What follows belongs to an exercise in optimizing a design on an open flow for small area; a production flow would make more cautious choices.
The RTL was checked by simulation tests, not by an equivalence proof against the original design.
Power is estimated from default activity; no workload was simulated.

[flow/constraint.sdc]
create_clock -name core_clock -period 5.0 [get_ports {clk}]
set_input_delay 1.0000 -clock core_clock [delete_from_list [all_inputs] [get_ports {clk}]]
set_output_delay 1.0000 -clock core_clock [all_outputs]
set_load 0.01 [all_outputs]
[flow/design.v]
module decode_stage #(
    parameter int REG_ADDR_W  = 5,
    parameter int STALL_CNT_W = 16
) (
    input  logic                   clk,
    input  logic                   rst,
    input  logic [31:0]            instr_in,
    input  logic                   wb_en,
    input  logic [REG_ADDR_W-1:0]  wb_addr,
    input  logic [31:0]            wb_data,
    output logic                   is_hazard,
    output logic                   id_valid,
    output logic [5:0]             id_opcode,
    output logic [5:0]             id_funct,
    output logic [REG_ADDR_W-1:0]  id_rs,
    output logic [REG_ADDR_W-1:0]  id_rt,
    output logic [REG_ADDR_W-1:0]  id_dest,
    output logic [31:0]            id_imm,
    output logic [31:0]            id_rs_data,
    output logic [31:0]            id_rt_data,
    output logic                   id_reg_write,
    output logic                   id_mem_read,
    output logic                   id_mem_write,
    output logic [STALL_CNT_W-1:0] stall_count
);
    localparam int NUM_REGS = 2 ** REG_ADDR_W;
    localparam logic [5:0] OP_RTYPE = 6'h00;
    localparam logic [5:0] OP_LW    = 6'h23;
    localparam logic [5:0] OP_SW    = 6'h2B;
    localparam logic [5:0] OP_ADDI  = 6'h08;
    localparam logic [5:0] OP_BEQ   = 6'h04;
    typedef struct packed {
        logic                  valid;
        logic [5:0]            opcode;
        logic [5:0]            funct;
        logic [REG_ADDR_W-1:0] rs;
        logic [REG_ADDR_W-1:0] rt;
        logic [REG_ADDR_W-1:0] dest;
        logic [31:0]           imm;
        logic [31:0]           rs_data;
        logic [31:0]           rt_data;
        logic                  reg_write;
        logic                  mem_read;
        logic                  mem_write;
    } id_t;
    id_t                    id_q, id_d, dec;
    logic [31:0]            rf_q [NUM_REGS];
    logic [STALL_CNT_W-1:0] stall_count_q, stall_count_d;
    logic [REG_ADDR_W-1:0]  dec_rd;
    logic                   uses_rs, uses_rt;
    always_comb begin
        dec           = '0;
        uses_rs       = 1'b0;
        uses_rt       = 1'b0;
        dec.valid     = (instr_in != 32'h0);
        dec.opcode    = instr_in[31:26];
        dec.funct     = instr_in[5:0];
        dec.rs        = instr_in[25:21];
        dec.rt        = instr_in[20:16];
        dec_rd        = instr_in[15:11];
        dec.imm       = {{16{instr_in[15]}}, instr_in[15:0]};
        if (dec.valid) begin
            uses_rs = 1'b1;
            case (dec.opcode)
                OP_RTYPE: begin
                    dec.reg_write = 1'b1;
                    dec.dest      = dec_rd;
                    uses_rt       = 1'b1;
                end
                OP_LW: begin
                    dec.mem_read  = 1'b1;
                    dec.reg_write = 1'b1;
                    dec.dest      = dec.rt;
                end
                OP_SW: begin
                    dec.mem_write = 1'b1;
                    uses_rt       = 1'b1;
                end
                OP_ADDI: begin
                    dec.reg_write = 1'b1;
                    dec.dest      = dec.rt;
                end
                OP_BEQ:  uses_rt = 1'b1;
                default: ;
            endcase
            if (dec.dest == '0) dec.reg_write = 1'b0;
        end
        if (dec.rs == '0)                       dec.rs_data = 32'h0;
        else if (wb_en && (wb_addr == dec.rs))  dec.rs_data = wb_data;
        else                                    dec.rs_data = rf_q[dec.rs];
        if (dec.rt == '0)                       dec.rt_data = 32'h0;
        else if (wb_en && (wb_addr == dec.rt))  dec.rt_data = wb_data;
        else                                    dec.rt_data = rf_q[dec.rt];
    end
    assign is_hazard = id_q.valid & id_q.mem_read & (id_q.dest != '0) &
                       ((uses_rs & (dec.rs == id_q.dest)) |
                        (uses_rt & (dec.rt == id_q.dest)));
    always_comb begin
        id_d          = is_hazard ? '0 : dec;
        stall_count_d = stall_count_q;
        if (is_hazard && (stall_count_q != '1)) stall_count_d = stall_count_q + 1'b1;
    end
    always_ff @(posedge clk) begin
        if (!rst) begin
            id_q          <= '0;
            stall_count_q <= '0;
            for (int i = 0; i < NUM_REGS; i++) rf_q[i] <= '0;
        end else begin
            id_q          <= id_d;
            stall_count_q <= stall_count_d;
            if (wb_en && (wb_addr != '0)) rf_q[wb_addr] <= wb_data;
        end
    end
    assign id_valid     = id_q.valid;
    assign id_opcode    = id_q.opcode;
    assign id_funct     = id_q.funct;
    assign id_rs        = id_q.rs;
    assign id_rt        = id_q.rt;
    assign id_dest      = id_q.dest;
    assign id_imm       = id_q.imm;
    assign id_rs_data   = id_q.rs_data;
    assign id_rt_data   = id_q.rt_data;
    assign id_reg_write = id_q.reg_write;
    assign id_mem_read  = id_q.mem_read;
    assign id_mem_write = id_q.mem_write;
    assign stall_count  = stall_count_q;
endmodule
[flow/run.sh]
#!/bin/bash
# synth_recipe.tcl (not shown) runs the flow's synth.tcl, then flattens the netlist and writes it again
# the make line also repeats each setting of config.mk as NAME=value (left out here)
make -C /OpenROAD-flow-scripts/flow DESIGN_CONFIG=/design/flow/config.mk WORK_HOME=/design/flow/orfs CLKGATE_MAP_FILE= SYNTH_SCRIPT=/design/flow/synth_recipe.tcl finish
[flow/config.mk]
export PLATFORM = sky130hd
export DESIGN_NAME = decode_stage
export DESIGN_NICKNAME = decode_stage
export VERILOG_FILES = /design/flow/design.v
export SDC_FILE = /design/flow/constraint.sdc
export NUM_CORES = 4
export LEC_CHECK = 0
export CAP_MARGIN = 20
export CORE_MARGIN = 2
export CORE_UTILIZATION = 40
export SLEW_MARGIN = 20
==> results.txt <==
## final cells by class
| cell class | instances | share of cell area, % |
|---|---|---|
| inverters | 10 | 0.0553 |
| well taps | 1917 | 3.53 |
| clock buffers | 169 | 5.15 |
| repair buffers | 366 | 5.62 |
| flip-flops and latches | 1145 | 48.8 |
| multi-input cells | 2575 | 35.8 |
| clock inverters | 59 | 1.02 |
## through the flow
stage	instances	total power, mW	cell area (sq um)
2_1_floorplan	4169	12.9	58700
3_3_place_gp	6011	14.1	63700
3_5_place_dp	6013	14.1	63800
4_1_cts	6241	23.6	68000
5_1_grt	6241	24.1	67900
6_report	6241	23.6	67900
## cells in the final DEF, fill, tap and decap left out, types with 7 or more instances in the layout
| master | Yosys | routed |
|---|---|---|
| a21oi_1 | 56 | 56 |
| buf_2 | 88 | 17 |
| or4_1 | 10 | 9 |
| clkbuf_8 | 0 | 12 |
| xnor2_1 | 15 | 15 |
| a22oi_1 | 17 | 17 |
| bufinv_16 | 0 | 15 |
| nor2b_1 | 37 | 37 |
| o21ai_0 | 78 | 48 |
| nand2b_1 | 14 | 10 |
| inv_1 | 10 | 9 |
| nand3_1 | 21 | 21 |
| nor3_1 | 58 | 57 |
| nand2_1 | 77 | 75 |
| a211oi_1 | 42 | 42 |
| clkinv_2 | 0 | 25 |
| o22ai_1 | 117 | 117 |
| o21ai_4 | 0 | 30 |
| clkbuf_1 | 306 | 28 |
| clkinv_1 | 0 | 11 |
| nor4_1 | 14 | 13 |
| mux2i_1 | 265 | 265 |
| dfxtp_1 | 121 | 121 |
| clkbuf_16 | 0 | 129 |
| nor2_1 | 128 | 97 |
| o211ai_1 | 50 | 50 |
| clkdlybuf4s50_1 | 0 | 191 |
| nor2_4 | 0 | 31 |
| a31oi_1 | 8 | 8 |
| and2_1 | 1027 | 1027 |
| conb_1 | 1 | 32 |
| o31ai_1 | 7 | 7 |
| edfxtp_1 | 1024 | 1024 |
| buf_12 | 0 | 46 |
| mux4_2 | 434 | 434 |
| buf_4 | 25 | 105 |
## routing by layer
| layer | track usage, % | up-vias |
|---|---|---|
| li1 | - | 15700 |
| met1 | 36.7 | 19900 |
| met2 | 46.1 | 2486 |
| met3 | 5.96 | 490 |
| met4 | 12.2 | 4 |
| met5 | 0 | - |
## worst reg2reg max path, delay by kind of cell, from the launching register on
| kind | cells | cell delay [ns] |
|---|---|---|
| flops | 1 | 0.40 |
| buf+inv | 3 | 0.90 |
| simple gates | 3 | 1.18 |
| compound gates | 2 | 0.48 |
## final timing paths
check                                                    from                             to  slack (ns)  cells after the start
worst min register to register  stall_count_q[7]$_SDFFE_PN0P_  stall_count_q[7]$_SDFFE_PN0P_        0.53                      2
worst min-delay path            stall_count_q[7]$_SDFFE_PN0P_  stall_count_q[7]$_SDFFE_PN0P_        0.53                      2
worst max-delay path                             instr_in[27]                      is_hazard        0.76                      7
worst max register to register           id_q[101]$_SDFF_PP0_            id_q[34]$_SDFF_PP0_        1.95                      8
## power by group through the flow
| stage | clock network, mW | registers [mW] | logic, mW |
|---|---|---|---|
| after global routing | 9.97 | 11.3 | 2.82 |
| final | 9.59 | 11.3 | 2.73 |
| after global placement | 0 | 11.4 | 2.69 |
| after floorplan | 0 | 11.4 | 1.54 |
| after CTS | 9.65 | 11.2 | 2.71 |
| after detailed placement | 0 | 11.4 | 2.70 |
## cell usage after synthesis (25+ instances only)
| cell | instances |
|---|---|
| edfxtp_1 | 1024 |
| dfxtp_1 | 121 |
| nor3_1 | 58 |
| and2_1 | 1027 |
| a21oi_1 | 56 |
| mux4_2 | 434 |
| o21ai_0 | 78 |
| buf_4 | 25 |
| nand2_1 | 77 |
| nor2_1 | 128 |
| nor2b_1 | 37 |
| o22ai_1 | 117 |
| clkbuf_1 | 306 |
| mux2i_1 | 265 |
| o211ai_1 | 50 |
| a211oi_1 | 42 |
| buf_2 | 88 |
## kinds of logic (layout without fill, tap and decap cells)
group           after synthesis  count (layout)  share of synthesized area, %
compound gates              394             394                          4.27
mux                         704             704                          21.3
buf+inv                     449             604                          3.24
other cells                   1              32                       0.00640
flops                      1145            1145                          56.6
fa+ha+maj                     1               1                        0.0213
simple gates               1424            1424                          14.3
xor+xnor                     20              20                         0.299
## state kept, by name, indices dropped and copies added, names as in the netlist
register       cells
id_q             105
stall_count_q     16
rf_q            1024
==> impl_metrics.env <==
export IMPL_status="complete, no violations"
export IMPL_maxSlewViolCount=0
export IMPL_async_flop_share_pct=0
export IMPL_rows=140
export IMPL_area_growth_pct=15.9
export IMPL_power_frac_comb_pct=11.6
export IMPL_dp_hpwl_microns=128000
export IMPL_first_pass_iters=6
export IMPL_path_clk_slew_ns=0.06
export IMPL_p_int_mw=17.7
export IMPL_worstPathCellList="clkdlybuf4s50_1 -> nor4_1 -> a31oi_1 -> nor3_1 -> o21ai_0 -> inv_1 -> clkdlybuf4s50_1"
export IMPL_critical_path_max_stage_delay_ns=0.55
export IMPL_peakVddDrop_mv=0.301
export IMPL_worstSkewPairLatency_ns=0.76
export IMPL_crit_top_cell="clkdlybuf4s50_1"
export IMPL_drc=0
export IMPL_fin_util_pct=46.7
export IMPL_routabilityCongestion=0.848
export IMPL_pin_count=216
export IMPL_fmax_mhz=236
export IMPL_tritoncts="built"
export IMPL_die_width_microns=387
export IMPL_finalCriticalPeriod_ns=4.24
export IMPL_leakagePower_nw=23.4
export IMPL_required_ns=4.00
export IMPL_grt_pass1_wl_microns=300000
export IMPL_wire_per_inst_microns=34.4
export IMPL_rsz0062_at_grt="no"
export IMPL_worst_pin_slew_ns=1.15
export IMPL_layout_drive_gt1_share_pct=20.7
export IMPL_nNetsFinal=4290
export IMPL_syn_inst=4138
export IMPL_startpoint_type="input port"
export IMPL_drv_cap=0
export IMPL_finalWorstSetupSlack_ns=0.760
export IMPL_path_class="in2out"
export IMPL_top_layer="met5"
export IMPL_crit_family="buffers and inverters"
export IMPL_core_sq_um=146000
export IMPL_track_usage_pct=28.3
export IMPL_setup_tns_ns=0
export IMPL_place_ws_ns=0.779
export IMPL_antenna_left=0
export IMPL_synth_edff_count=1024
export IMPL_post_cts_setup_buffer_count=0
export IMPL_vias_per_cell=6.19
export IMPL_max_slew_margin_pct=23.0
export IMPL_grt_overflow=0
export IMPL_setup_viol=0
export IMPL_cts_sinks=1145
export IMPL_antenna_cells=0
export IMPL_grt_max_degree=120
export IMPL_path_buf_inv=3
export IMPL_cts_htree_levels=3
export IMPL_power_density_nw_per_um2=347
export IMPL_share_seq_of_total_power_pct=47.7
export IMPL_seq_area_frac_synth_pct=56.6
export IMPL_end_kind="output port"
export IMPL_synth_top_area_share_pct=52.5
export IMPL_post_route_period_util_pct=84.8
export IMPL_dr_wl_met2_microns=102000
export IMPL_start_util_pct=40.3
export IMPL_yosysWarnings=1
export IMPL_root_buffer="clkbuf_16"
export IMPL_vias=38600
export IMPL_cts_path_max_buffers=3
export IMPL_antenna_found_initial=14
export IMPL_crit_path_top_delay_cell="clkdlybuf4s50_1"
export IMPL_synth_ff_type="edfxtp_1"
export IMPL_ys_types=64
export IMPL_ctsResizeCount=0
export IMPL_critPathMaxFanout=4
export IMPL_avgSynthCellArea_sq_um=14.2
export IMPL_min_path_type="reg2reg"
export IMPL_fin_skew_ns=0.0213
export IMPL_power_share_clock_pct=40.7
export IMPL_p_sw_share_pct=24.7
export IMPL_io_buffers=215
export IMPL_p_switching_mw=5.84
export IMPL_synth_seq_cells=1145
export IMPL_cts_hold_buffers_added=0
export IMPL_die_h_microns=387
export IMPL_numCtsBuffers=119
export IMPL_wl_met3_microns=22700
export IMPL_wl_met1_microns=80300
export IMPL_netlist_area_sq_um=58600
export IMPL_register_area_sq_um=33200
export IMPL_netlist_top_cells_area="edfxtp_1 52%, mux4_2 17%, and2_1 11%"
export IMPL_grt_pass1_vias=38100
export IMPL_multi_input_area_sq_um=24300
export IMPL_wl_microns=214000
export IMPL_hold_violations=0
export IMPL_fin_hold_ws_ns=0.532
export IMPL_fillers=12500
export IMPL_dieArea_sq_um=150000
export IMPL_drt_iter0_markers=4935
export IMPL_yosysTopAreaCell="edfxtp_1"
export IMPL_cp_data_arrival_time_ns=3.24

==> afterwards: timing with drivers on the ports <==
Ports are ideal in the flow. The routed layout listed here was re-timed in OpenROAD. Step 1: set_driving_cell puts a clkbuf_16 on clk and a buf_2 on each other input, an assumption about the parent block. Step 2, shift: input delay + t, output delay - t, t = (earliest + latest rising clock arrival at the registers) / 2. This alone moves slack from input paths to output paths. a / b / c = no drivers / after step 1 / after step 2; a / b = the first two.
t (ns): 0.830
setup WS [ns]: 0.760 / 0.731 / 0.731
hold slack, ns: 0.532 / 0.532 / 0.532
worst register clock-pin slew, ns: 0.07 / 0.07
worst data-port slew with drivers (ns): 0.12
After both steps this run still meets setup and hold. For this run, drivers alone change the setup slack by -0.029 ns; drivers and shift together by -0.029 ns.
